Context: an optimization exercise on an open-source flow, tuned for small area, a short achievable clock period and few clock cycles per item. The choices shown serve that exercise and are no tape-out recipe. RTL that was checked went through simulation tests only; none was proved equivalent to the original. Power is estimated from default activity; no workload was simulated.

Setup of run A:
==> flow/design.v <==
package fol_pkg;
  localparam int unsigned KEY_W       = 8;
  localparam int unsigned POS_W       = 3;
  localparam int unsigned HIT_COUNT_W = 16;
  localparam int unsigned ENTRIES     = 8;
endpackage
module fol_ctrl (
  input  logic clk_i,
  input  logic rst_ni,
  input  logic in_valid_i,
  output logic in_ready_o,
  output logic out_valid_o,
  input  logic out_ready_i,
  output logic k_load_o,    
  output logic l_load_o,    
  output logic fire_o,      
  output logic l_valid_o    
);
  logic kv_q, lv_q, ov_q;
  logic l_free;
  assign fire_o     = lv_q && (!ov_q || out_ready_i);
  assign l_free     = !lv_q || fire_o;
  assign l_load_o   = l_free;
  assign k_load_o   = !kv_q || l_free;
  assign in_ready_o = k_load_o;
  always_ff @(posedge clk_i or negedge rst_ni) begin
    if (!rst_ni) begin
      kv_q <= 1'b0;
      lv_q <= 1'b0;
      ov_q <= 1'b0;
    end else begin
      if (k_load_o) kv_q <= in_valid_i;
      if (l_free) lv_q <= kv_q;
      if (fire_o) ov_q <= 1'b1;
      else if (out_ready_i) ov_q <= 1'b0;
    end
  end
  assign out_valid_o = ov_q;
  assign l_valid_o   = lv_q;
endmodule
module fol_datapath (
  input  logic                              clk_i,
  input  logic                              rst_ni,
  input  logic                              k_load_i,
  input  logic                              l_load_i,
  input  logic                              fire_i,
  input  logic                              l_valid_i,
  input  logic [fol_pkg::KEY_W-1:0]         key_i,
  output logic                              hit_o,
  output logic [fol_pkg::POS_W-1:0]         old_position_o,
  output logic [fol_pkg::POS_W-1:0]         new_position_o,
  output logic [fol_pkg::HIT_COUNT_W-1:0]   hit_count_o
);
  localparam int unsigned N  = fol_pkg::ENTRIES;
  localparam int unsigned PW = fol_pkg::POS_W;
  localparam int unsigned CW = fol_pkg::HIT_COUNT_W;
  function automatic logic gt_f(input logic [CW-1:0] a, input logic [CW-1:0] b);
    logic [CW-1:0] g, l;
    g = a & ~b;
    l = ~a & b;
    for (int s = 1; s < CW; s = s * 2)
      for (int i = 0; i + s < CW; i = i + 2 * s) begin
        g[i] = g[i + s] | (!l[i + s] & g[i]);
        l[i] = l[i + s] | (!g[i + s] & l[i]);
      end
    gt_f = g[0];
  endfunction
  logic [3:0]    k_q;             
  logic [3:0]    l_q;             
  logic [CW:0]   cinc_q;          
  logic [PW-1:0] skey_q [N];      
  logic [CW-1:0] scnt_q [N];      
  logic [N-2:0]  ne_q;            
  logic [3:0]    key_code;
  logic [CW-1:0] c_k, c_new;
  logic [CW:0]   cinc_d;
  logic [N-1:0]  kmatch, match, le_p, t2, rng, run, q1, at_d;
  logic          hit;
  logic [PW-1:0] p, d;
  assign key_code = {(key_i >= fol_pkg::KEY_W'(1)) && (key_i <= fol_pkg::KEY_W'(N)),
                     PW'(key_i - fol_pkg::KEY_W'(1))};
  always_ff @(posedge clk_i) begin
    if (k_load_i) k_q <= key_code;
  end
  always_comb begin
    c_k = '0;
    for (int i = 0; i < N; i++) begin
      kmatch[i] = k_q[3] && (skey_q[i] == k_q[2:0]);
      c_k       = c_k | (scnt_q[i] & {CW{kmatch[i]}});
    end
    cinc_d = (l_valid_i && l_q[3] && k_q[3] && (l_q[2:0] == k_q[2:0]))
             ? {1'b0, c_new} + (CW+1)'(1)
             : {1'b0, c_k} + (CW+1)'(1);
  end
  always_ff @(posedge clk_i) begin
    if (l_load_i) begin
      l_q    <= k_q;
      cinc_q <= cinc_d;
    end
  end
  always_comb begin
    hit   = l_q[3];
    c_new = cinc_q[CW-1:0] | {CW{cinc_q[CW]}};
    for (int i = 0; i < N; i++) begin
      match[i] = hit && (skey_q[i] == l_q[2:0]);
      t2[i]    = hit && !cinc_q[CW] && gt_f(scnt_q[i], cinc_q[CW-1:0]);
    end
    for (int i = 0; i < N; i++) begin
      le_p[i] = 1'b0;
      for (int m = i; m < N; m++) le_p[i] = le_p[i] | match[m];
    end
    for (int i = 0; i < N; i++) begin
      run[i] = 1'b0;
      for (int j = i; j < N; j++) begin
        logic all_eq;
        all_eq = 1'b1;
        for (int m = i; m < j; m++) all_eq = all_eq & !ne_q[m];
        run[i] = run[i] | (match[j] & all_eq);
      end
    end
    for (int i = 0; i < N; i++) begin
      rng[i]  = le_p[i] && !t2[i];
      q1[i]   = run[i] && ((i == 0) || ne_q[(i + N - 2) % (N - 1)]);
      at_d[i] = rng[i] && ((i == 0) || t2[(i + N - 1) % N]);
    end
    p[2] = match[4] | match[5] | match[6] | match[7];
    p[1] = match[2] | match[3] | match[6] | match[7];
    p[0] = match[1] | match[3] | match[5] | match[7];
    d[2] = t2[3];
    d[1] = (t2[1] & !t2[3]) | t2[5];
    d[0] = (t2[0] & !t2[1]) | (t2[2] & !t2[3]) | (t2[4] & !t2[5]) | t2[6];
  end
  always_ff @(posedge clk_i or negedge rst_ni) begin
    if (!rst_ni) begin
      for (int i = 0; i < N; i++) begin
        skey_q[i] <= PW'(i);
        scnt_q[i] <= '0;
      end
      ne_q <= '0;
    end else if (fire_i) begin
      for (int i = 0; i < N - 1; i++) begin
        if (!cinc_q[CW]) begin
          if (q1[i + 1])  ne_q[i] <= t2[i];
          else if (q1[i]) ne_q[i] <= 1'b1;
        end
      end
      for (int i = 0; i < N; i++) begin
        if (q1[i]) scnt_q[i] <= c_new;
        if (at_d[i])      skey_q[i] <= l_q[2:0];
        else if (rng[i])  skey_q[i] <= skey_q[(i + N - 1) % N];
      end
    end
  end
  logic                hit_q;
  logic [PW-1:0]       old_q, new_q;
  logic [CW-1:0]       hc_q;
  always_ff @(posedge clk_i) begin
    if (fire_i) begin
      hit_q <= hit;
      old_q <= p;
      new_q <= d;
      hc_q  <= c_new & {CW{hit}};
    end
  end
  assign hit_o          = hit_q;
  assign old_position_o = old_q;
  assign new_position_o = new_q;
  assign hit_count_o    = hc_q;
endmodule
module frequency_ordered_list_top (
  input  logic                              clk_i,
  input  logic                              rst_ni,
  input  logic                              in_valid_i,
  output logic                              in_ready_o,
  input  logic [fol_pkg::KEY_W-1:0]         in_key_i,
  output logic                              out_valid_o,
  input  logic                              out_ready_i,
  output logic                              out_hit_o,
  output logic [fol_pkg::POS_W-1:0]         out_old_position_o,
  output logic [fol_pkg::POS_W-1:0]         out_new_position_o,
  output logic [fol_pkg::HIT_COUNT_W-1:0]   out_hit_count_o
);
  logic k_load, l_load, fire, l_valid;
  fol_ctrl u_ctrl (
    .clk_i      (clk_i),
    .rst_ni     (rst_ni),
    .in_valid_i (in_valid_i),
    .in_ready_o (in_ready_o),
    .out_valid_o(out_valid_o),
    .out_ready_i(out_ready_i),
    .k_load_o   (k_load),
    .l_load_o   (l_load),
    .fire_o     (fire),
    .l_valid_o  (l_valid)
  );
  fol_datapath u_dp (
    .clk_i         (clk_i),
    .rst_ni        (rst_ni),
    .k_load_i      (k_load),
    .l_load_i      (l_load),
    .fire_i        (fire),
    .l_valid_i     (l_valid),
    .key_i         (in_key_i),
    .hit_o         (out_hit_o),
    .old_position_o(out_old_position_o),
    .new_position_o(out_new_position_o),
    .hit_count_o   (out_hit_count_o)
  );
endmodule
clock: 5.0 ns
lec_check: 0
cap_margin: 20
core_margin: 2
core_utilization: 55
setup_slack_margin: 1.5
slew_margin: 20
run.sh (not shown) runs the stock make flow with config.mk's settings and CLKGATE_MAP_FILE= SYNTH_SCRIPT=/design/flow/synth_recipe.tcl, a recipe that flattens the netlist after the stock synthesis.
Testbench counts of run A, summed over its fixed seeds: cycles 12,024, items 12,000.
The following lists how run B was set up differently from run A:
diff --git a/flow/design.v b/flow/design.v
--- a/flow/design.v
+++ b/flow/design.v
@@ -68,15 +68,14 @@
   logic [3:0]    k_q;             
   logic [3:0]    l_q;             
   logic [CW:0]   cinc_q;          
   logic [PW-1:0] skey_q [N];      
   logic [CW-1:0] scnt_q [N];      
-  logic [N-2:0]  ne_q;            
   logic [3:0]    key_code;
   logic [CW-1:0] c_k, c_new;
   logic [CW:0]   cinc_d;
-  logic [N-1:0]  kmatch, match, le_p, t2, rng, run, q1, at_d;
+  logic [N-1:0]  kmatch, match, le_p, t2, rng, e, q1, at_d;
   logic          hit;
   logic [PW-1:0] p, d;
   assign key_code = {(key_i >= fol_pkg::KEY_W'(1)) && (key_i <= fol_pkg::KEY_W'(N)),
                      PW'(key_i - fol_pkg::KEY_W'(1))};
   always_ff @(posedge clk_i) begin
@@ -86,13 +85,12 @@
     c_k = '0;
     for (int i = 0; i < N; i++) begin
       kmatch[i] = k_q[3] && (skey_q[i] == k_q[2:0]);
       c_k       = c_k | (scnt_q[i] & {CW{kmatch[i]}});
     end
-    cinc_d = (l_valid_i && l_q[3] && k_q[3] && (l_q[2:0] == k_q[2:0]))
-             ? {1'b0, c_new} + (CW+1)'(1)
-             : {1'b0, c_k} + (CW+1)'(1);
+    cinc_d = {1'b0, (l_valid_i && l_q[3] && k_q[3] && (l_q[2:0] == k_q[2:0])) ? c_new : c_k}
+             + (CW+1)'(1);
   end
   always_ff @(posedge clk_i) begin
     if (l_load_i) begin
       l_q    <= k_q;
       cinc_q <= cinc_d;
@@ -108,21 +106,13 @@
     for (int i = 0; i < N; i++) begin
       le_p[i] = 1'b0;
       for (int m = i; m < N; m++) le_p[i] = le_p[i] | match[m];
     end
     for (int i = 0; i < N; i++) begin
-      run[i] = 1'b0;
-      for (int j = i; j < N; j++) begin
-        logic all_eq;
-        all_eq = 1'b1;
-        for (int m = i; m < j; m++) all_eq = all_eq & !ne_q[m];
-        run[i] = run[i] | (match[j] & all_eq);
-      end
-    end
-    for (int i = 0; i < N; i++) begin
       rng[i]  = le_p[i] && !t2[i];
-      q1[i]   = run[i] && ((i == 0) || ne_q[(i + N - 2) % (N - 1)]);
+      e[i]    = rng[i] && (scnt_q[i][0] ^ cinc_q[0]);
+      q1[i]   = e[i] && !((i > 0) && e[(i + N - 1) % N]);
       at_d[i] = rng[i] && ((i == 0) || t2[(i + N - 1) % N]);
     end
     p[2] = match[4] | match[5] | match[6] | match[7];
     p[1] = match[2] | match[3] | match[6] | match[7];
     p[0] = match[1] | match[3] | match[5] | match[7];
@@ -134,18 +124,11 @@
     if (!rst_ni) begin
       for (int i = 0; i < N; i++) begin
         skey_q[i] <= PW'(i);
         scnt_q[i] <= '0;
       end
-      ne_q <= '0;
     end else if (fire_i) begin
-      for (int i = 0; i < N - 1; i++) begin
-        if (!cinc_q[CW]) begin
-          if (q1[i + 1])  ne_q[i] <= t2[i];
-          else if (q1[i]) ne_q[i] <= 1'b1;
-        end
-      end
       for (int i = 0; i < N; i++) begin
         if (q1[i]) scnt_q[i] <= c_new;
         if (at_d[i])      skey_q[i] <= l_q[2:0];
         else if (rng[i])  skey_q[i] <= skey_q[(i + N - 1) % N];
       end
## What came out
- Run A → run B: minimum hold slack now smaller, clock share of power moved down, total standard cell area after synthesis picked up an extra 5.8%.
- The clock latency at the later pin of the worst-skew pair of run A and that of run B are within noise of each other.
- Count of multi-input gates came out lower on run B than on run A.
- Diff run B..run A | hold buffer count at cts | unchanged
- From run A to run B the numbers moved as follows: layout cell share with drive strength beyond 1 +14 points; flop and latch count out of synthesis lower.
- A topmost layer with routed signal wires of met5 is what run B shows, while met4 belongs to run A.
Function not checked in run B: the RTL went through the layout flow alone.

[port drivers added, routing unchanged]
In the flow no input, the clock included, has a driving cell. The finished layouts below were timed again as built, in two steps.
Step 1: set_driving_cell puts a clkbuf_16 on clk_i and a buf_2 on each other input, an assumption about the parent block.
Step 2 moves the port delays by t, midway between the first and last clock arrival at a register: inputs arrive t later, outputs are due t later. That takes back most of the time a late clock gives input paths.
Three values: ideal, step 1, step 2; two values: the first two.
run | shift t [ns] | setup slack, ns | worst setup path after step 2 | clock arrival spread, ns
run A | 0.575 | 1.563 / 1.563 / 1.186 | input to register | 0.010 / 0.010
run B | 0.568 | 1.557 / 1.557 / 1.153 | input to register | 0.019 / 0.020
After both steps setup and hold are still met in every run listed. For run B, which loses most, drivers alone change the setup slack by 0.000 ns; drivers and shift together by -0.404 ns.
